What follows belongs to an exercise in optimizing a design on an open flow for a short achievable clock period and few clock cycles per item; a production flow would make more cautious choices. Where RTL was checked, it was by simulation tests only, not by an equivalence proof against the original. Power figures rest on the tool's default switching activity, not on a simulated workload.

==> inputs of branch delta <==
==> flow/design.v (excerpt) <==
module avc_sps_header_parser
(
    input  logic          clk,
    input  logic          rst_n,
    input  logic          in_valid,
    output logic          in_ready,
    input  logic [7:0]    in_data_byte,
    input  logic          in_last_byte,
    output logic          out_valid,
    input  logic          out_ready,
    output logic [2:0]    out_status,
    output logic [7:0]    out_profile,
    output logic [7:0]    out_compat,
    output logic [7:0]    out_level,
    output logic [2:0]    out_nal_length_size,
    output logic [7:0]    out_ref_frames,
    output logic [15:0]   out_pixel_width,
    output logic [15:0]   out_pixel_height
);
==> flow/config.mk <==
export PLATFORM = sky130hd
export DESIGN_NAME = avc_sps_header_parser
export DESIGN_NICKNAME = avc_sps_header_parser
export VERILOG_FILES = /design/flow/design.v
export SDC_FILE = /design/flow/constraint.sdc
export NUM_CORES = 4
export LEC_CHECK = 0
export CAP_MARGIN = 80
export CORE_MARGIN = 2
export CORE_UTILIZATION = 35
export SLEW_MARGIN = 80
==> flow/constraint.sdc <==
create_clock -name core_clock -period 20.0 [get_ports {clk}]
set_input_delay 4.0000 -clock core_clock [delete_from_list [all_inputs] [get_ports {clk}]]
set_output_delay 4.0000 -clock core_clock [all_outputs]
set_load 0.01 [all_outputs]
standard.sh (not shown) runs the stock make flow with config.mk's settings and CLKGATE_MAP_FILE= SYNTH_SCRIPT=/design/flow/synth_recipe.tcl, a recipe that flattens the netlist after the stock synthesis.
==> flow/flow/run.sh <==
#!/bin/bash
set -euo pipefail
bash standard.sh SETUP_SLACK_MARGIN=15.4 finish > flow_make.log 2>&1
==> inputs of branch yarrow, as changes to branch delta <==
--- a/flow/design.v
+++ b/flow/design.v
@@ -739,12 +739,16 @@
             if (ob_v)
                 ob_v <= out_valid_r;
             else
                 ob_v <= emit && out_valid_r;
         end
     end
+    logic out_valid_q, out_valid_n;
+    assign out_valid_n = out_valid_r ? !out_ready : (ob_v || emit);
+    always_ff @(posedge clk)
+        out_valid_q <= out_valid_n;
     always_comb
     begin
         on_status = ~oa_status;
         on_prof   = ~oa_prof;
         on_compat = ~oa_compat;
         on_level  = ~oa_level;
@@ -808,13 +812,13 @@
             ob_nal    <= e_nal;
             ob_ref    <= ref_o;
             ob_w      <= wid_o;
             ob_h      <= hei_o;
         end
     end
-    assign out_valid           = out_valid_r;
+    assign out_valid           = out_valid_q;
     assign out_status          = oq_status;
     assign out_profile         = oq_prof;
     assign out_compat          = oq_compat;
     assign out_level           = oq_level;
     assign out_nal_length_size = oq_nal;
     assign out_ref_frames      = oq_ref;
==> flow/flow/run.sh (replaced) <==
#!/bin/bash
set -euo pipefail
bash standard.sh SETUP_SLACK_MARGIN=15.8 finish > flow_make.log 2>&1
==> inputs of branch amber, as changes to branch delta <==
--- a/flow/design.v
+++ b/flow/design.v
@@ -69,13 +69,13 @@
     logic        in_ready_r;
     logic        push, pop;
     logic [8:0]  head;
     logic        head_v, hd_last;
     logic [7:0]  hd;
     assign in_ready = in_ready_r;
-    assign push     = in_valid && (iq_cnt != 2'd2);
+    assign push     = in_valid && in_ready_r;
     assign head     = iq_rp ? iq1 : iq0;
     assign head_v   = (iq_cnt != 2'd0);
     assign hd       = head[7:0];
     assign hd_last  = head[8];
     assign iq_cnt_next = iq_cnt + {1'b0, push} - {1'b0, pop};
     always_ff @(posedge clk)
@@ -86,25 +86,25 @@
             iq1 <= {in_last_byte, in_data_byte};
     end
     always_ff @(posedge clk or negedge rst_n)
     begin
         if (!rst_n)
         begin
-            iq_wp  <= 1'b0;
-            iq_rp  <= 1'b0;
-            iq_cnt <= 2'd0;
+            iq_wp      <= 1'b0;
+            iq_rp      <= 1'b0;
+            iq_cnt     <= 2'd0;
+            in_ready_r <= 1'b1;
         end
         else
         begin
-            iq_wp  <= iq_wp ^ push;
-            iq_rp  <= iq_rp ^ pop;
-            iq_cnt <= iq_cnt_next;
+            iq_wp      <= iq_wp ^ push;
+            iq_rp      <= iq_rp ^ pop;
+            iq_cnt     <= iq_cnt_next;
+            in_ready_r <= (iq_cnt_next != 2'd2);
         end
     end
-    always_ff @(posedge clk)
-        in_ready_r <= (iq_cnt_next != 2'd2);
     logic [3:0]  hidx;                  
     logic [7:0]  prof_r, compat_r, level_r;
     logic [2:0]  nal_r;
     logic        pdone;                 
     logic        res_ready;             
     logic        rec_end;               
@@ -141,35 +141,27 @@
     logic [31:0] vb_acc;
     logic [31:0] codeval;
     logic [7:0]  ref_r;
     logic [31:0] wc_r, hc_r;            
     logic [31:0] cl_r, cr_r, ct_r, cb_r;
     logic        fin1, fin2, fin3, fin4;
-    logic [37:0] sw_r, sh_r;            
-    logic [37:0] fw_r, fh_r;            
+    logic [32:0] sw_r, sh_r;
+    logic [37:0] fw_r, fh_r;
     logic [38:0] dw_r, dh_r;
     logic [7:0]  ref_o;
     logic [15:0] wid_o, hei_o;
     logic        out_valid_r, ob_v;
     logic [2:0]  ob_status;
     logic [7:0]  ob_prof, ob_compat, ob_level, ob_ref;
     logic [2:0]  ob_nal;
     logic [15:0] ob_w, ob_h;
     logic [2:0]  oa_status;
     logic [7:0]  oa_prof, oa_compat, oa_level, oa_ref;
     logic [2:0]  oa_nal;
     logic [15:0] oa_w, oa_h;
-    logic [2:0]  oq_status;
-    logic [7:0]  oq_prof, oq_compat, oq_level, oq_ref;
-    logic [2:0]  oq_nal;
-    logic [15:0] oq_w, oq_h;
-    logic [2:0]  on_status;
-    logic [7:0]  on_prof, on_compat, on_level, on_ref;
-    logic [2:0]  on_nal;
-    logic [15:0] on_w, on_h;
-    logic        is_hdr, wr_sps, emit, emit_now, emit_end, first;
+    logic        is_hdr, wr_sps, emit, emit_now, emit_end, a_free, first;
     logic        hi_r, loop2_r;
     function automatic logic high_profile;
         input logic [7:0] p;
         high_profile = (p == 8'd100) || (p == 8'd110) || (p == 8'd122) || (p == 8'd244) ||
                (p == 8'd44) || (p == 8'd83) || (p == 8'd86) || (p == 8'd118);
     endfunction
@@ -603,16 +595,16 @@
         end
         if (emit || pclr)
         begin
             chroma_r <= 2'd1;
             sep_r    <= 1'b0;
             fonly_r  <= 1'b0;
-            cl_r     <= 32'd1;
-            cr_r     <= 32'd1;
-            ct_r     <= 32'd1;
-            cb_r     <= 32'd1;
+            cl_r     <= 32'd0;
+            cr_r     <= 32'd0;
+            ct_r     <= 32'd0;
+            cb_r     <= 32'd0;
             ref_o    <= 8'd0;
             wid_o    <= 16'd0;
             hei_o    <= 16'd0;
         end
         if (pop && is_hdr)
         begin
@@ -670,30 +662,30 @@
                     loop_r  <= codeval;
                     loop2_r <= (codeval == 32'd2);
                 end
                 D_REF:  ref_r  <= (codeval > 32'd256) ? 8'd255 : 8'(codeval - 32'd1);
                 D_W:    wc_r   <= codeval;
                 D_H:    hc_r   <= codeval;
-                D_CL:   cl_r   <= codeval;
-                D_CR:   cr_r   <= codeval;
-                D_CT:   ct_r   <= codeval;
-                D_CB:   cb_r   <= codeval;
+                D_CL:   cl_r   <= codeval - 32'd1;
+                D_CR:   cr_r   <= codeval - 32'd1;
+                D_CT:   ct_r   <= codeval - 32'd1;
+                D_CB:   cb_r   <= codeval - 32'd1;
                 default: ;
             endcase
         end
         if (fin2)
         begin
-            sw_r <= ({5'd0, cl_r + {1'b0, cr_r}}) << ux2;
-            sh_r <= ({5'd0, ct_r + {1'b0, cb_r}}) << sy;
-            fw_r <= {2'b00, wc_r, (ux2 ? 4'b0100 : 4'b0010)};
-            fh_r <= fonly_r ? {2'b00, hc_r, 4'b0010 << sy} : {1'b0, hc_r, 1'b0, 4'b0010 << sy};
+            sw_r <= {1'b0, cl_r} + {1'b0, cr_r};
+            sh_r <= {1'b0, ct_r} + {1'b0, cb_r};
+            fw_r <= {2'b00, wc_r, 4'b0000};
+            fh_r <= fonly_r ? {2'b00, hc_r, 4'b0000} : {1'b0, hc_r, 5'b00000};
         end
         if (fin3)
         begin
-            dw_r <= {1'b0, fw_r} - {1'b0, sw_r};
-            dh_r <= {1'b0, fh_r} - {1'b0, sh_r};
+            dw_r <= {1'b0, fw_r} - (ux2 ? {5'd0, sw_r, 1'b0} : {6'd0, sw_r});
+            dh_r <= {1'b0, fh_r} - ({6'd0, sh_r} << sy);
         end
         if (fin4 && !emit)
         begin
             if (bad_size)
                 st_r <= STS_BAD_SIZE;
             else
@@ -717,107 +709,73 @@
             sy = fonly_r ? 2'd1 : 2'd2;
         else
             sy = fonly_r ? 2'd0 : 2'd1;
         bad_size = dw_r[38] || (dw_r[37:0] == 38'd0) || (dw_r[37:16] != 22'd0) ||
                    dh_r[38] || (dh_r[37:0] == 38'd0) || (dh_r[37:16] != 22'd0);
     end
+    assign a_free = !out_valid_r || out_ready;
     always_ff @(posedge clk or negedge rst_n)
     begin
         if (!rst_n)
         begin
             out_valid_r <= 1'b0;
             ob_v        <= 1'b0;
         end
         else
         begin
-            if (out_valid_r)
-            begin
-                if (out_ready)
-                    out_valid_r <= 1'b0;
-            end
-            else
+            if (a_free)
                 out_valid_r <= ob_v || emit;
             if (ob_v)
-                ob_v <= out_valid_r;
+                ob_v <= !a_free;
             else
-                ob_v <= emit && out_valid_r;
+                ob_v <= emit && !a_free;
         end
     end
-    always_comb
+    always_ff @(posedge clk)
     begin
-        on_status = ~oa_status;
-        on_prof   = ~oa_prof;
-        on_compat = ~oa_compat;
-        on_level  = ~oa_level;
-        on_nal    = ~oa_nal;
-        on_ref    = ~oa_ref;
-        on_w      = ~oa_w;
-        on_h      = ~oa_h;
-        if (!out_valid_r)
+        if (a_free)
         begin
             if (ob_v)
             begin
-                on_status = ob_status;
-                on_prof   = ob_prof;
-                on_compat = ob_compat;
-                on_level  = ob_level;
-                on_nal    = ob_nal;
-                on_ref    = ob_ref;
-                on_w      = ob_w;
-                on_h      = ob_h;
+                oa_status <= ob_status;
+                oa_prof   <= ob_prof;
+                oa_compat <= ob_compat;
+                oa_level  <= ob_level;
+                oa_nal    <= ob_nal;
+                oa_ref    <= ob_ref;
+                oa_w      <= ob_w;
+                oa_h      <= ob_h;
             end
             else
             begin
-                on_status = st_r;
-                on_prof   = e_prof;
-                on_compat = e_compat;
-                on_level  = e_level;
-                on_nal    = e_nal;
-                on_ref    = ref_o;
-                on_w      = wid_o;
-                on_h      = hei_o;
+                oa_status <= st_r;
+                oa_prof   <= e_prof;
+                oa_compat <= e_compat;
+                oa_level  <= e_level;
+                oa_nal    <= e_nal;
+                oa_ref    <= ref_o;
+                oa_w      <= wid_o;
+                oa_h      <= hei_o;
             end
         end
-    end
-    always_ff @(posedge clk)
-    begin
-        if (!out_valid_r)
-        begin
-            oa_status <= ~on_status;
-            oa_prof   <= ~on_prof;
-            oa_compat <= ~on_compat;
-            oa_level  <= ~on_level;
-            oa_nal    <= ~on_nal;
-            oa_ref    <= ~on_ref;
-            oa_w      <= ~on_w;
-            oa_h      <= ~on_h;
-        end
-        oq_status <= on_status;
-        oq_prof   <= on_prof;
-        oq_compat <= on_compat;
-        oq_level  <= on_level;
-        oq_nal    <= on_nal;
-        oq_ref    <= on_ref;
-        oq_w      <= on_w;
-        oq_h      <= on_h;
-        if (!ob_v && out_valid_r)
+        if (!ob_v && !a_free)
         begin
             ob_status <= st_r;
             ob_prof   <= e_prof;
             ob_compat <= e_compat;
             ob_level  <= e_level;
             ob_nal    <= e_nal;
             ob_ref    <= ref_o;
             ob_w      <= wid_o;
             ob_h      <= hei_o;
         end
     end
     assign out_valid           = out_valid_r;
-    assign out_status          = oq_status;
-    assign out_profile         = oq_prof;
-    assign out_compat          = oq_compat;
-    assign out_level           = oq_level;
-    assign out_nal_length_size = oq_nal;
-    assign out_ref_frames      = oq_ref;
-    assign out_pixel_width     = oq_w;
-    assign out_pixel_height    = oq_h;
+    assign out_status          = oa_status;
+    assign out_profile         = oa_prof;
+    assign out_compat          = oa_compat;
+    assign out_level           = oa_level;
+    assign out_nal_length_size = oa_nal;
+    assign out_ref_frames      = oa_ref;
+    assign out_pixel_width     = oa_w;
+    assign out_pixel_height    = oa_h;
 endmodule
==> flow/run.sh (new file) <==
#!/bin/bash
# synth_recipe.tcl (not shown) runs the flow's synth.tcl, then flattens the netlist and writes it again
# the make line also repeats each setting of config.mk as NAME=value (left out here)
make -C /OpenROAD-flow-scripts/flow DESIGN_CONFIG=/design/flow/config.mk WORK_HOME=/design/flow/orfs CLKGATE_MAP_FILE= SYNTH_SCRIPT=/design/flow/synth_recipe.tcl finish
Settings changed: CORE_UTILIZATION 35 to 40.
removed: flow/flow/run.sh
removed: flow/standard.sh
==> qor summary <==
metric	branch amber	branch delta	branch yarrow
Outcome	finished clean	finished clean	finished clean
Core area	128000 um^2	154000 um^2	156000 um^2
Clock share of power	21.4%	20.1%	20.5%
Combinational cell power	4.33 mW	5.25 mW	5.01 mW
Post-synthesis instance area	51500 um^2	54100 um^2	54800 um^2
Origin of the critical flop-to-flop path	fonly_r	off[0]	sl_mode[0]
Area fraction of the dominant cell type after synthesis	40.6%	39.2%	38.8%
CP peak stage delay	580 ps	520 ps	310 ps
Post-detail-place hpwl	97600 um	105000 um	105000 um
Data required time at the worst endpoint	20460 ps	16000 ps	16000 ps
Die Y	363 um	397 um	400 um
Cells on worst reg2reg path	25	22	27
Fillers	11100	14000	14100
Average detailed-routed wire length per instance	20.3 um	19.6 um	19.6 um
Switching power of the nets	3.63 mW	4.25 mW	4.04 mW
Number of clock buffers in the layout	142	144	147
Post-Route Utilization	49.4%	44.3%	44.5%
Portion of the layout cell area used by clock cells	5.66%	5.68%	5.58%
Testbench counts of branch yarrow, summed over its fixed seeds: cycles 13,848, items 384.
Testbench counts of branch amber, summed over its fixed seeds: cycles 13,848, items 384.
No functional check of the RTL was part of branch delta.

==> afterwards: timing with drivers on the ports <==
The flow's constraints put no driver on any port. The routed layouts listed below were extracted and timed again, unchanged, in two steps.
Step 1 sets driving cells, clkbuf_16 on the clock port and buf_2 on the other inputs (assumed; they add their load-dependent delay and slew).
Step 2 moves the port delays by t, midway between the first and last clock arrival at a register: inputs arrive t later, outputs are due t later. That takes back most of the time a late clock gives input paths.
Slacks: ideal / step 1 / step 2; pairs: ideal / step 1.
| run | t (ns) | setup slack, ns | worst setup path at the end | clock arrival spread, ns |
|---|---|---|---|---|
| branch delta | 0.803 | 14.347 / 14.272 / 14.767 | input to register | 0.118 / 0.118 |
| branch yarrow | 0.795 | 14.804 / 14.729 / 14.922 | input to register | 0.092 / 0.092 |
| branch amber | 0.746 | 12.888 / 12.888 / 12.888 | register to register | 0.081 / 0.081 |
After both steps setup and hold are still met in every run listed.
